Background: an optimization exercise with open tools, aiming at small area and few clock cycles per item. Do not read the settings as production practice. Only simulation tests tie the RTL to the original design; equivalence was not proved.

==> flow/design.v, too long to show whole: its modules and the start of the top module <==
// module invsqrt_coef_rom: 107 lines
// module invsqrt_top: 898 lines
module invsqrt_top (
    input  logic        i_clk,
    input  logic        i_arst_n,
    input  logic        i_valid,
    output logic        o_ready,
    input  logic [31:0] i_x,
    output logic        o_valid,
    input  logic        i_ready,
    output logic [31:0] o_result,
    output logic        o_invalid_op,
    output logic        o_divide_by_zero
);
  // ...
==> flow/run.sh <==
#!/bin/bash
# synth_recipe.tcl (not shown) runs the flow's synth.tcl, then flattens the netlist and writes it again
# the make line also repeats each setting of config.mk as NAME=value (left out here)
make -C /OpenROAD-flow-scripts/flow DESIGN_CONFIG=/design/flow/config.mk WORK_HOME=/design/flow/orfs CLKGATE_MAP_FILE= SYNTH_SCRIPT=/design/flow/synth_recipe.tcl finish
==> flow/config.mk <==
export PLATFORM = sky130hd
export DESIGN_NAME = invsqrt_top
export DESIGN_NICKNAME = invsqrt_top
export VERILOG_FILES = /design/flow/design.v
export SDC_FILE = /design/flow/constraint.sdc
export NUM_CORES = 4
export LEC_CHECK = 0
export ABC_AREA = 1
export CAP_MARGIN = 25
export CORE_MARGIN = 2
export CORE_UTILIZATION = 22
export GPL_TIMING_DRIVEN = 0
export PLACE_DENSITY = 0.3
export SETUP_SLACK_MARGIN = 0.1
export SLEW_MARGIN = 25
==> flow/constraint.sdc <==
create_clock -name core_clock -period 10.5 [get_ports {i_clk}]
set_input_delay 2.1000 -clock core_clock [delete_from_list [all_inputs] [get_ports {i_clk}]]
set_output_delay 2.1000 -clock core_clock [all_outputs]
set_load 0.01 [all_outputs]
==> notes.md, run 1 <==
CP Data Required Time - 10.65 ns
Worst Setup SP - x_q[17]$_DFFE_PP_
Tcrit/Tclk final - 0.960
Clock Latency Late Sink - 0.42 ns
fraction of area in multi-input gates - 0.671
count of final max-slew check failures - 0
DRC viols - 0
H-tree levels - 3
Initial Utilization - 0.223
n_taps - 1,144
largest registers - data_q (33), x_q (32), z_q (10)
Yosys reg bits - 77
Register Area - 2300 um2
Port Buf Inserts - 70
Cell Rows - 107
Worst Max-Slew Pin Slew - 1.15 ns
most used cell, CP - fa_1
post-synth cell types - 57
CTS clk-pin slew, worst paths - 0.07 ns
Clock Skews - 0.0132 ns
clkbuf count - 9
root buffer cell - clkbuf_16
# placed instances - 3,821
most instantiated cells after synthesis - nand2_1 (541), inv_1 (442), nor2_1 (340), fa_1 (296), nand3_1 (146)
top-count cell post-synth - nand2_1
multi-input combinational cell area - 14,500 um2
share of the core filled with cells - 0.254
Reg-to-Reg Start - x_q[17]$_DFFE_PP_
Vias per Instance - 5.27
Total Wirelength - 137,000 um
I/O pin cnt - 72
vias in the first global route - 20,700
setup TNS - 0 ns
hold_buf cts - 0
TritonCTS Sinks - 77
outcome - finished clean
Testbench counts, summed over its fixed seeds: cycles 32,016, items 32,000.
==> inputs of run 2 (changes only) <==
--- a/flow/config.mk
+++ b/flow/config.mk
@@ -9,7 +9,6 @@
 export CAP_MARGIN = 25
 export CORE_MARGIN = 2
-export CORE_UTILIZATION = 22
+export CORE_UTILIZATION = 35
 export GPL_TIMING_DRIVEN = 0
-export PLACE_DENSITY = 0.3
-export SETUP_SLACK_MARGIN = 0.1
+export PLACE_DENSITY = 0.45
 export SLEW_MARGIN = 25
==> run 2 against run 1 <==
Net effect:
- still clean on timing, DRC and antenna
- via count grew 4.3%
- non-clock buffer count down 7
- synthesized cell count stayed put
- flip-flop and latch count did not move
- worst hold slack got worse by 0.0039 ns
- first-iteration DRC count up 37%
- cell area is 3.3% lower
- register-to-register slack worse by 0.16 ns
- global-route usage is 11 points higher
==> notes.md, run 2 <==
Hold Fails Final Rpt - 0
Worst Max-Slew Pin Slew - 1.18 ns (+0.0349 ns)
post-detail-place hpwl - 94,300 um
Initial Utilization - 0.353 (+0.131)
count of final max-slew check failures - 0 (unchanged)
cts bufs inserted - 9
arrival time worst endpoint - 10.37 ns
Worst Setup SP - x_q[17]$_DFFE_PP_
H-tree levels - 3 (unchanged)
R2R depth - 32
WL/cell - 34.8 um
Crit path largest cell delay - 0.73 ns
largest net degree at the start of global routing - 39
DRC viols - 0 (unchanged)
CP Data Required Time - 10.63 ns (-0.02 ns)
I/O pin cnt - 72 (unchanged)
Post-synth ARST share - 0.0260
initial antenna violation count - 5
cell taking the most area after synthesis - fa_1
GR Overflow Total - 0
Core ar. - 53,700 um2
syn nets - 3,024
most used cell, CP - fa_1
critical path's slowest cell - edfxtp_1
Reg-to-Reg Start - x_q[17]$_DFFE_PP_
TritonCTS Sinks - 77 (unchanged)
Syn Inst Count - 2,604
Tcrit/Tclk final - 0.975 (+0.0151)
Iteration-0 DRC Markers - 3,182
top-count cell post-synth - nand2_1
crit path max fanout - 14
WS Path Type - register to register
Clock Latency Late Sink - 0.37 ns (-0.05 ns)
die area - 56,100 um2
Area Growth Syn to Fin - 10.5%
final setup vio count - 0
mean post-synth cell area - 7.29 um2
Max Cap Viol - 0
fin cells - 3,398
outcome - finished clean
Post-Syn Area - 19,000 um2
setup TNS - 0 ns (unchanged)
Layout Nets - 3,110
root buffer cell - clkbuf_16
worst min-delay path class - register to register
fill count - 5,682
Vias per Instance - 6.22 (+18%)
most instantiated cells after synthesis - nand2_1 (541), inv_1 (442), nor2_1 (340), fa_1 (296), nand3_1 (146)
Port Buf Inserts - 70 (unchanged)
Cell Rows - 85 (-21%)
minimum clock period - 10.24 ns
# placed instances - 3,372 (-12%)
gr usage total - 0.420
EDFF count, synth - 75
Clock Skews - 0.0104 ns (-0.00279 ns)
Vias - 21,100
Yosys reg bits - 77 (unchanged)
CTS tree - built
CTS clk-pin slew, worst paths - 0.07 ns (about the same)
ANT nets after route - 0
RSZ-0062 raised after global routing - no
commonest non-fill, non-tap cells in the layout - nand2_1 (539), inv_1 (442), nor2_1 (338)
Die Y - 237 um
Setup crit end kind - register
RePlAce Congestion - 1.10
first-pass iteration count of the detailed router - 9
post-synthesis sequential area ratio - 0.121
final instance area - 21,000 um2
largest registers - data_q (33), x_q (32), z_q (10)
CP endpoint - data_q[18]$_SDFFCE_PP0P_
post-synth cell types - 57 (unchanged)
Reg-to-Reg End - data_q[18]$_SDFFCE_PP0P_
DP Area - 20,600 um2
r2r setup slk - 0.26 ns
Max Buffers Root-to-Sink - 2
max FFs per register - 33
Total Wirelength - 118,000 um (-14%)
top_reg_cell synth - edfxtp_1
Ys Warns - 1
Slew HR - 0.213
global-route wire length before repair - 162,000 um
Most flops, register - data_q
commonest non-fill, non-tap cell in the layout - nand2_1
chip width - 237 um
layout cell share with drive strength beyond 1 - 0.0631
hold_buf cts - 0 (unchanged)
post-synth top area share - 0.312
vias in the first global route - 20,800 (+0.56%)
fmax - 97.7 MHz
largest cells by area after synthesis - fa_1 (31%), edfxtp_1 (12%), nand2_1 (11%), inv_1 (8.7%), nor2_1 (6.7%)
Startpoint Class - register
## run 2: cell counts after synthesis
Identical to the previous run, type by type.
## run 2: metal layers
layer | track usage | part of all wire | vias to the layer above
li1 | - | - | 8447
met2 | 0.583 | 0.40 | 1704
met5 | 0 | 0.00022 | -
met1 | 0.570 | 0.40 | 10700
met3 | 0.158 | 0.14 | 324
met4 | 0.205 | 0.059 | 4
## run 2: per-stage QoR
step | worst slack, ns | hold WS (ns) | util
after floorplan | 2.74 | 0.435 | -
after global placement | -0.419 | 0.446 | 0.383
after detailed placement | -0.266 | 0.515 | 0.384
after CTS | 0.0528 | 0.532 | 0.390
after global routing | 0.0309 | 0.566 | 0.390
final | 0.260 | 0.533 | 0.390
## run 2: area by class of cell
type	count	area [um2]	area share
clock inverters	7	81.3	0.00388
clock buffers	9	225	0.0107
inverters	475	1780	0.0850
plain buffers	95	503	0.0240
repair buffers	75	758	0.0362
multi-input cells	1957	14400	0.688
well taps	696	871	0.0415
flip-flops and latches	77	2300	0.110
diodes	7	17.5	0.000835
## run 2: what timing repair did
item | in CTS | in global routing
setup endpoints to repair | 13 | 17
setup buffers | 0 | 3
gates resized for setup | 1 | 4
## run 2: worst max-delay path: cells and delay by family, from the launching register on
kind	cells	cell delay, ns
buf+inv	5	1.06
flops	1	0.73
fa+ha+maj	10	4.54
simple gates	12	2.59
compound gates	5	0.99
## run 2: kinds of logic (layout without fill, tap and decap cells)
group | after synthesis | after routing | share of synthesized area
buf+inv | 570 | 661 | 0.120
xor+xnor | 29 | 29 | 0.0134
compound gates | 402 | 402 | 0.124
flops | 77 | 77 | 0.121
simple gates | 1141 | 1141 | 0.251
fa+ha+maj | 384 | 384 | 0.370
other cells | 1 | 8 | 0.000198
## run 2: worst min-delay path by stage
| stage | slack [ns] | cells past startpoint | end | from |
|---|---|---|---|---|
| floorplan | 0.44 | 2 | valid_q$_DFFE_PN0P_ | x_valid_q$_DFFE_PN0P_ |
| global placement | 0.45 | 2 | valid_q$_DFFE_PN0P_ | x_valid_q$_DFFE_PN0P_ |
| detailed placement | 0.51 | 2 | valid_q$_DFFE_PN0P_ | x_valid_q$_DFFE_PN0P_ |
| CTS | 0.53 | 2 | valid_q$_DFFE_PN0P_ | x_valid_q$_DFFE_PN0P_ |
| global route | 0.57 | 2 | valid_q$_DFFE_PN0P_ | x_valid_q$_DFFE_PN0P_ |
| finish | 0.53 | 2 | valid_q$_DFFE_PN0P_ | x_valid_q$_DFFE_PN0P_ |
==> inputs of run 3 (changes only) <==
--- a/flow/config.mk
+++ b/flow/config.mk
@@ -7,8 +7,8 @@
 export LEC_CHECK = 0
 export ABC_AREA = 1
-export CAP_MARGIN = 25
+export CAP_MARGIN = 20
 export CORE_MARGIN = 2
 export CORE_UTILIZATION = 35
 export GPL_TIMING_DRIVEN = 0
 export PLACE_DENSITY = 0.45
-export SLEW_MARGIN = 25
+export SLEW_MARGIN = 20
==> run 3 against run 2 <==
Net effect:
- sequential share of layout area hardly changed
- critical path type unchanged
- routed wire length is essentially flat
- die area stayed put
- still clean
- global-route usage is essentially flat
==> notes.md, run 3 <==
# placed instances - 3,372 (unchanged)
fmax - 97.7 MHz (about the same)
final setup margin - 0.267 ns (+0.00716 ns)
root buffer cell - clkbuf_16
Placement Setup Slack - -0.410 ns (-0.144 ns)
Post-Syn Area - 19,000 um2 (unchanged)
cell taking the most area after synthesis - fa_1
multi-input combinational cell area - 14,400 um2 (about the same)
mean post-synth cell area - 7.29 um2 (unchanged)
Slew HR - 0.156 (-0.0571)
gr usage total - 0.420 (about the same)
Setup crit end kind - register
commonest non-fill, non-tap cell in the layout - nand2_1
minimum clock period - 10.23 ns (-0.00716 ns)
Most flops, register - data_q
Worst path depth - 34 (+6.3%)
most used cell, CP - nand2_1
DRC viols - 0 (unchanged)
critical path's slowest cell - fa_1
Worst Max-Slew Pin Slew - 1.27 ns (+0.0857 ns)
Register Area - 2300 um2 (unchanged)
largest registers - data_q (33), x_q (32), z_q (10)
RSZ-0062 raised after global routing - no
H-tree levels - 3 (unchanged)
Startpoint Class - register
Hold Path Depth - 2 (unchanged)
DP Area - 20,600 um2 (-0.13%)
Iteration-0 DRC Markers - 3,214 (+1.0%)
Vias per Instance - 6.20 (-0.37%)
post-detail-place hpwl - 94,300 um (about the same)
largest net degree at the start of global routing - 45 (+15%)
syn nets - 3,024 (unchanged)
count of final max-slew check failures - 0 (unchanged)
post-synth cell types - 57 (unchanged)
RePlAce Congestion - 1.10 (unchanged)
Vias - 21,100 (-0.31%)
top-count cell post-synth - nand2_1
Tcrit/Tclk final - 0.975 (about the same)
max FFs per register - 33 (unchanged)
commonest non-fill, non-tap cells in the layout - nand2_1 (539), inv_1 (442), nor2_1 (339)
Max Cap Viol - 0 (unchanged)
global-route wire length before repair - 162,000 um (about the same)
WL/cell - 34.8 um (about the same)
final setup vio count - 0 (unchanged)
hold_buf cts - 0 (unchanged)
setup TNS - 0 ns (unchanged)
ANT nets after route - 0 (unchanged)
R2R depth - 34 (+6.3%)
crit path max fanout - 16 (+2)
fill count - 5,692 (+0.18%)
CP bufs+invs - 5 (unchanged)
Layout Nets - 3,112 (+0.064%)
Ys Warns - 1 (unchanged)
arrival time worst endpoint - 10.35 ns (-0.02 ns)
most instantiated cells after synthesis - nand2_1 (541), inv_1 (442), nor2_1 (340), fa_1 (296), nand3_1 (146)
initial antenna violation count - 5 (unchanged)
Clock Latency Late Sink - 0.37 ns (about the same)
Total Wirelength - 118,000 um (about the same)
Core ar. - 53,700 um2 (unchanged)
I/O pin cnt - 72 (unchanged)
first-pass iteration count of the detailed router - 6 (-3)
vias in the first global route - 21,100 (+1.3%)
Syn Inst Count - 2,604 (unchanged)
WS Path Type - register to register
crit-path leading delay family - adder cells
largest cells by area after synthesis - fa_1 (31%), edfxtp_1 (12%), nand2_1 (11%), inv_1 (8.7%), nor2_1 (6.7%)
CTS clk-pin slew, worst paths - 0.07 ns (about the same)
Area Growth Syn to Fin - 10.4%
Initial Utilization - 0.353 (unchanged)
GR Overflow Total - 0 (unchanged)
cts bufs inserted - 9 (unchanged)
die area - 56,100 um2 (unchanged)
Port Buf Inserts - 70 (unchanged)
chip width - 237 um (unchanged)
Max Buffers Root-to-Sink - 2 (unchanged)
CTS tree - built
r2r setup slk - 0.27 ns (about the same)
Yosys reg bits - 77 (unchanged)
outcome - finished clean
layout cell share with drive strength beyond 1 - 0.0615 (-0.00153)
post-synthesis sequential area ratio - 0.121 (unchanged)
TritonCTS Sinks - 77 (unchanged)
post-synth top area share - 0.312 (unchanged)
EDFF count, synth - 75 (unchanged)
Clock Skews - 0.0123 ns (+0.00187 ns)
final hold slack - 0.529 ns (-0.00323 ns)
final instance area - 20,900 um2 (-0.11%)
Die Y - 237 um (unchanged)
worst min-delay path class - register to register
CP Data Required Time - 10.62 ns (about the same)
Crit path largest cell delay - 0.56 ns (-0.17 ns)
Post-synth ARST share - 0.0260 (unchanged)
Cell Rows - 85 (unchanged)
Hold Fails Final Rpt - 0 (unchanged)
top_reg_cell synth - edfxtp_1
fin cells - 3,400 (+0.059%)
-- run 3: cell counts after synthesis --
No cell type changed its count.
-- run 3: path summary, 6_finish.rpt --
path | from | end
worst min register to register | x_valid_q$_DFFE_PN0P_ | valid_q$_DFFE_PN0P_
worst max-delay path | x_q[18]$_DFFE_PP_ | data_q[18]$_SDFFCE_PP0P_
max in group asynchronous | i_arst_n | x_valid_q$_DFFE_PN0P_
min in group asynchronous | i_arst_n | valid_q$_DFFE_PN0P_
worst max register to register | x_q[18]$_DFFE_PP_ | data_q[18]$_SDFFCE_PP0P_
worst min-delay path | x_valid_q$_DFFE_PN0P_ | valid_q$_DFFE_PN0P_
-- run 3: kinds of logic after synthesis --
kind of cell,after synthesis,share of synthesized area
AO/OA/AOI/OAI,402,0.124
XOR/XNOR,29,0.0134
adder cells (fa/ha/maj),384,0.370
buffers and inverters,570,0.120
flip-flops,77,0.121
other,1,0.000198
AND/OR/NAND/NOR,1141,0.251
-- run 3: worst reg2reg max path: cells and delay by family (launching register included) --
kind	cells	cell delay, ns
AO/OA/AOI/OAI	5	1.13
flip-flops	1	0.55
adder cells (fa/ha/maj)	10	4.60
buffers and inverters	5	1.28
AND/OR/NAND/NOR	14	2.40
-- run 3: routing by layer --
layer,up-vias,GRT usage,wire length (um)
met1,10600,0.561,47300
met2,1682,0.570,46100
met5,-,0,0
met4,0,0.225,7690
met3,378,0.178,17100
li1,8448,-,-
-- run 3: what timing repair did --
item | 4_1_cts | 5_1_grt
setup endpoints to repair | 16 | 14
cloned | 0 | 0
setup buffers | 2 | 3
pin swaps | 0 | 0
gates resized for setup | 1 | 4
-- run 3: area by class of cell --
type / count / area share
inverter: 475 / 0.0851
tap: 696 / 0.0416
sequential: 77 / 0.110
multi-input combinational: 1957 / 0.689
antenna: 7 / 0.000836
buffer: 95 / 0.0238
timing repair buffer: 77 / 0.0367
clock buffer: 9 / 0.0108
clock inverter: 7 / 0.00275
-- run 3: metrics by stage --
| stage | util |
|---|---|
| detailed placement | 0.383 |
| global route | 0.390 |
| finish | 0.390 |
| floorplan | - |
| CTS | 0.389 |
| global placement | 0.383 |

==> separate check: timing with driven ports <==
No port has a modelled driver above. Below, the same layouts with a new extraction and two added sets of constraints.
Step 1 assumes that a clkbuf_16 drives the clock port and a buf_2 every other input.
Step 2 moves the port delays by t, midway between the first and last clock arrival at a register: inputs arrive t later, outputs are due t later. That takes back most of the time a late clock gives input paths.
Three values: ideal, step 1, step 2; two values: the first two.
run | t (ns) | setup WS [ns] | worst setup path after step 2 | slew at the worst register clock pin (ns) | pins driven straight from the clock port
run 1 | 0.484 | 0.418 / 0.418 / 0.418 | register to register | 0.07 / 0.07 | 1
run 2 | 0.427 | 0.260 / 0.260 / 0.260 | register to register | 0.07 / 0.07 | 1
run 3 | 0.422 | 0.267 / 0.267 / 0.267 | register to register | 0.07 / 0.07 | 1
After both steps every run listed still meets setup and hold.
